This design comes from an exercise in tuning for small area on the open sky130 flow, not from production work. Function was checked by simulation only, so behaviour that the tests miss may differ from the original. Power and IR drop assume default switching activity.

==> module ahb_tgt_mem, before the edit <==
module ahb_tgt_mem #(
  parameter logic [31:0] ADDR_BASE   = 32'h0000_8000,
  parameter int unsigned DEPTH_WORDS = 64,
  parameter int unsigned WAIT_STATES = 2
) (
  input  logic          AFT_CLK,
  input  logic          nRST,
  input  logic          bus_ren,
  input  logic          bus_wen,
  input  logic [31:0]   bus_addr,
  input  logic [31:0]   bus_wdata,
  input  logic [3:0]    bus_strobe,
  output logic [31:0]   bus_rdata,
  output logic          bus_request_stall,
  output logic          bus_error
);
  localparam int unsigned TS = 4;
  localparam int unsigned NT = 64 / TS;
  localparam int unsigned TB = $clog2(TS);
  ahb_tgt_mem_pkg::tgt_state_t state;
  logic        req;
  logic        idle, resp, accept;
  logic [5:0]  t;             
  logic        cap_wr, cap_oor;
  logic [5:0]  cap_idx;
  logic [3:0]  cap_be;
  logic [31:0] cap_d;         
  logic        pend_v;
  logic [5:0]  pend_idx;
  logic [3:0]  pend_be;
  logic [31:0] pend_d;
  logic [31:0] rdata_q;
  logic [TB:0]   clr_cnt;
  logic          clr;
  logic        in_oor;
  logic [31:0] in_wd;
  logic        rd_on;
  logic [5:0]  r_idx, r_u, w_u;
  logic [NT-1:0] rsel, wsel;
  logic [31:0] tap_rd;
  assign req    = bus_ren | bus_wen;
  assign idle   = (state == ahb_tgt_mem_pkg::IDLE);
  assign resp   = (state == ahb_tgt_mem_pkg::RESP);
  assign accept = idle & req;
  assign in_oor = (bus_addr[31:8] != 24'h000080);
  assign in_wd  = bus_wdata & {32{bus_wen}};
  assign clr    = (clr_cnt != '0);
  assign r_idx = idle ? bus_addr[7:2] : cap_idx;
  assign rd_on = idle ? (req & ~bus_wen & ~in_oor) : (~cap_wr & ~cap_oor);
  assign r_u   = r_idx + t;
  logic cap_hold, pend_ld, pend_hold, rd_ld, rd_err, rd_hold;
  assign cap_hold  = ~accept & ~(|rsel);
  assign pend_ld   = nRST & resp & cap_wr;
  assign pend_hold = nRST & ~(resp & cap_wr);
  assign rd_ld     = nRST & resp & ~cap_wr & ~cap_oor;
  assign rd_err    = nRST & resp & ~cap_wr & cap_oor;
  assign rd_hold   = nRST & ~(resp & ~cap_wr);
  assign w_u   = pend_idx + t;
  always_comb begin
    for (int j = 0; j < NT; j++) begin
      rsel[j] = rd_on  & (r_u[TB-1:0] == '0) & (r_u[5:TB] == j[5-TB:0]);
      wsel[j] = pend_v & (w_u[TB-1:0] == '0) & (w_u[5:TB] == j[5-TB:0]);
    end
  end
  ahb_tgt_ram #(.NW(64), .TS(TS)) u_ram (
    .clk   (AFT_CLK),
    .clr   (clr),
    .wsel  (wsel),
    .wbe   (pend_be),
    .wdata (pend_d),
    .rsel  (rsel),
    .rdata (tap_rd)
  );
  always_ff @(posedge AFT_CLK) begin
    t <= nRST ? t + 6'd1 : 6'd0;
    clr_cnt <= nRST ? clr_cnt - (TB+1)'(clr_cnt != '0) : (TB+1)'(TS);
    if (!nRST) begin
      state <= ahb_tgt_mem_pkg::IDLE;
    end else begin
      case (state)
        ahb_tgt_mem_pkg::IDLE:  if (req) state <= ahb_tgt_mem_pkg::WAIT1;
        ahb_tgt_mem_pkg::WAIT1: state <= req ? ahb_tgt_mem_pkg::WAIT2 : ahb_tgt_mem_pkg::IDLE;
        ahb_tgt_mem_pkg::WAIT2: state <= req ? ahb_tgt_mem_pkg::RESP  : ahb_tgt_mem_pkg::IDLE;
        default:                state <= ahb_tgt_mem_pkg::IDLE;
      endcase
    end
    if (accept) begin
      cap_wr  <= bus_wen;
      cap_oor <= in_oor;
      cap_idx <= bus_addr[7:2];
      cap_be  <= bus_strobe;
    end
    if (!nRST)
      pend_v <= 1'b0;
    else if (resp & cap_wr & ~cap_oor)
      pend_v <= 1'b1;
    else if (|wsel)
      pend_v <= 1'b0;
    if (resp & cap_wr) begin
      pend_idx <= cap_idx;
      pend_be  <= cap_be;
    end
    cap_d   <= ({32{accept}} & in_wd) | tap_rd | ({32{cap_hold}} & cap_d);
    pend_d  <= ({32{pend_ld}} & cap_d) | ({32{pend_hold}} & pend_d);
    rdata_q <= ({32{rd_ld}} & (cap_d | tap_rd)) | ({32{rd_err}} & ahb_tgt_mem_pkg::TGT_ERR_RDATA)
             | ({32{rd_hold}} & rdata_q);
  end
  assign bus_rdata         = rdata_q;
  assign bus_request_stall = nRST & req & ~resp;
  assign bus_error         = nRST & resp & cap_oor;
endmodule
export LEC_CHECK = 0
export CAP_MARGIN = 0
export CORE_MARGIN = 2
export CORE_UTILIZATION = 70
export CTS_BUF_LIST = sky130_fd_sc_hd__clkbuf_8
export CTS_CLUSTER_DIAMETER = 60
export CTS_CLUSTER_SIZE = 16
export SLEW_MARGIN = 0
create_clock -name core_clock -period 10.0 [get_ports {AFT_CLK}]
standard.sh (not shown) runs the stock make flow with config.mk's settings and CLKGATE_MAP_FILE= SYNTH_SCRIPT=/design/flow/synth_recipe.tcl, a recipe that flattens the netlist after the stock synthesis.
==> flow/flow/run.sh <==
#!/bin/bash
# Layout flow: the standard flow (standard.sh) with these changes:
#  - synthesis: the standard flow's own synthesis script, with ORFS's abc step given the
#    area-oriented script flow/amap.abc (flow/abc_override.tcl); everything
#    else in synthesis, the registers included, is as standard.sh makes it;
#  - port buffers are sky130_fd_sc_hd__buf_1 instead of the resizer's default
#    (every input and output port still gets its buffer);
#  - CTS inserts no dummy loads, with its own sink clustering;
#  - after placement, flow/downsize.tcl lowers the drive strength of logic
#    cells where slew, capacitance and timing allow.
# Each tool's full output goes to the ORFS logs under orfs/logs/ and to the
# *.log files here.
set -euo pipefail
HERE=$(pwd)
export BUFFER_PORTS_ARGS="-buffer_cell sky130_fd_sc_hd__buf_1"
export CTS_ARGS="-sink_clustering_enable -repair_clock_nets -dont_use_dummy_load -sink_clustering_size 20 -sink_clustering_max_diameter 50 -buf_list sky130_fd_sc_hd__clkbuf_8"
export MY_ABC_SCRIPT=$HERE/flow/amap.abc
cat flow/abc_override.tcl synth_recipe.tcl > synth_amap.tcl
sed -E "s#SYNTH_SCRIPT=[^ ]+#SYNTH_SCRIPT=$HERE/synth_amap.tcl#" standard.sh > standard_amap.sh
grep -q "SYNTH_SCRIPT=$HERE/synth_amap.tcl" standard_amap.sh
bash standard_amap.sh synth > flow_make_synth.log 2>&1
grep -q "abc_override" orfs/logs/${FLOW_PLATFORM}/ahb_tgt_mem/base/1_2_yosys.log
bash standard_amap.sh place > flow_make_place.log 2>&1
R=orfs/results/${FLOW_PLATFORM}/ahb_tgt_mem/base
cp $R/3_place.odb $R/3_place_before_downsize.odb
IN_ODB=$R/3_place_before_downsize.odb IN_SDC=$R/3_place.sdc OUT_ODB=$R/3_place.odb \
  LIB_FILE=$FLOW_HOME/platforms/${FLOW_PLATFORM}/lib/sky130_fd_sc_hd__tt_025C_1v80.lib \
  PLATFORM_DIR=$FLOW_HOME/platforms/${FLOW_PLATFORM} \
  openroad -no_init -exit flow/downsize.tcl > downsize.log 2>&1
touch $R/3_place.odb
bash standard_amap.sh > flow_make.log 2>&1
Other scripts of this flow, unchanged in this note and not shown: flow/flow/abc_override.tcl, flow/flow/amap.abc, flow/flow/downsize.tcl
The baseline produced a clean layout.
Rerun with:
--- a/flow/design.v
+++ b/flow/design.v
@@ -88,19 +88,12 @@
   assign in_oor = (bus_addr[31:8] != 24'h000080);
   assign in_wd  = bus_wdata & {32{bus_wen}};
   assign clr    = (clr_cnt != '0);
   assign r_idx = idle ? bus_addr[7:2] : cap_idx;
   assign rd_on = idle ? (req & ~bus_wen & ~in_oor) : (~cap_wr & ~cap_oor);
   assign r_u   = r_idx + t;
-  logic cap_hold, pend_ld, pend_hold, rd_ld, rd_err, rd_hold;
-  assign cap_hold  = ~accept & ~(|rsel);
-  assign pend_ld   = nRST & resp & cap_wr;
-  assign pend_hold = nRST & ~(resp & cap_wr);
-  assign rd_ld     = nRST & resp & ~cap_wr & ~cap_oor;
-  assign rd_err    = nRST & resp & ~cap_wr & cap_oor;
-  assign rd_hold   = nRST & ~(resp & ~cap_wr);
   assign w_u   = pend_idx + t;
   always_comb begin
     for (int j = 0; j < NT; j++) begin
       rsel[j] = rd_on  & (r_u[TB-1:0] == '0) & (r_u[5:TB] == j[5-TB:0]);
       wsel[j] = pend_v & (w_u[TB-1:0] == '0) & (w_u[5:TB] == j[5-TB:0]);
     end
@@ -130,25 +123,31 @@
     if (accept) begin
       cap_wr  <= bus_wen;
       cap_oor <= in_oor;
       cap_idx <= bus_addr[7:2];
       cap_be  <= bus_strobe;
     end
+    if (accept)        cap_d <= in_wd | tap_rd;
+    else if (|rsel)    cap_d <= tap_rd;
     if (!nRST)
       pend_v <= 1'b0;
     else if (resp & cap_wr & ~cap_oor)
       pend_v <= 1'b1;
     else if (|wsel)
       pend_v <= 1'b0;
     if (resp & cap_wr) begin
       pend_idx <= cap_idx;
       pend_be  <= cap_be;
     end
-    cap_d   <= ({32{accept}} & in_wd) | tap_rd | ({32{cap_hold}} & cap_d);
-    pend_d  <= ({32{pend_ld}} & cap_d) | ({32{pend_hold}} & pend_d);
-    rdata_q <= ({32{rd_ld}} & (cap_d | tap_rd)) | ({32{rd_err}} & ahb_tgt_mem_pkg::TGT_ERR_RDATA)
-             | ({32{rd_hold}} & rdata_q);
+    if (!nRST)
+      pend_d <= '0;
+    else if (resp & cap_wr)
+      pend_d <= cap_d;
+    if (!nRST)
+      rdata_q <= '0;
+    else if (resp & ~cap_wr)
+      rdata_q <= cap_oor ? ahb_tgt_mem_pkg::TGT_ERR_RDATA : (cap_d | tap_rd);
   end
   assign bus_rdata         = rdata_q;
   assign bus_request_stall = nRST & req & ~resp;
   assign bus_error         = nRST & resp & cap_oor;
 endmodule
Sequential power is about the same.
Register-to-register slack gets worse by 0.81 ns.
Sequential share of layout area went up by 0.27 points.
Design area grows by 0.38%.
Power is higher by about 1.3%.
Synthesized area rises by 0.31%.
Die area came out higher by 0.31%.
Worst setup slack gets worse by 0.36 ns.
Routed wire length came out higher by about 2%.
Via count goes up by about 0.6%.
Global-route usage climbs by 0.73 points.
Combinational power stays flat.
Synthesized cell count shrinks by 1.6%.

[static timing again, ports no longer ideal]
The flow's constraints put no driver on any port. The routed layouts listed below were extracted and timed again, unchanged, in two steps.
Step 1 assumes that a clkbuf_16 drives the clock port and a buf_2 every other input.
Step 2 times the ports against the registers' clock, not the clock port: input delays grow and output delays shrink by t, the midpoint of the rising clock arrivals with the driver on.
Slacks: ideal / step 1 / step 2; pairs: ideal / step 1.
| run | t (ns) | setup WS [ns] | hold WS [ns] | clock arrival spread, ns | slew at the worst register clock pin (ns) |
|---|---|---|---|---|---|
| the first run | 0.857 | 2.692 / 2.735 / 1.878 | 0.285 / 0.285 / 0.285 | 0.079 / 0.079 | 0.12 / 0.12 |
| the second run | 0.871 | 2.331 / 2.331 / 1.996 | 0.264 / 0.264 / 0.264 | 0.106 / 0.106 | 0.11 / 0.11 |
After both steps setup and hold are still met in every run listed. The setup slack of the first run, which loses most, moves by +0.043 ns with the drivers and by -0.814 ns with both steps.
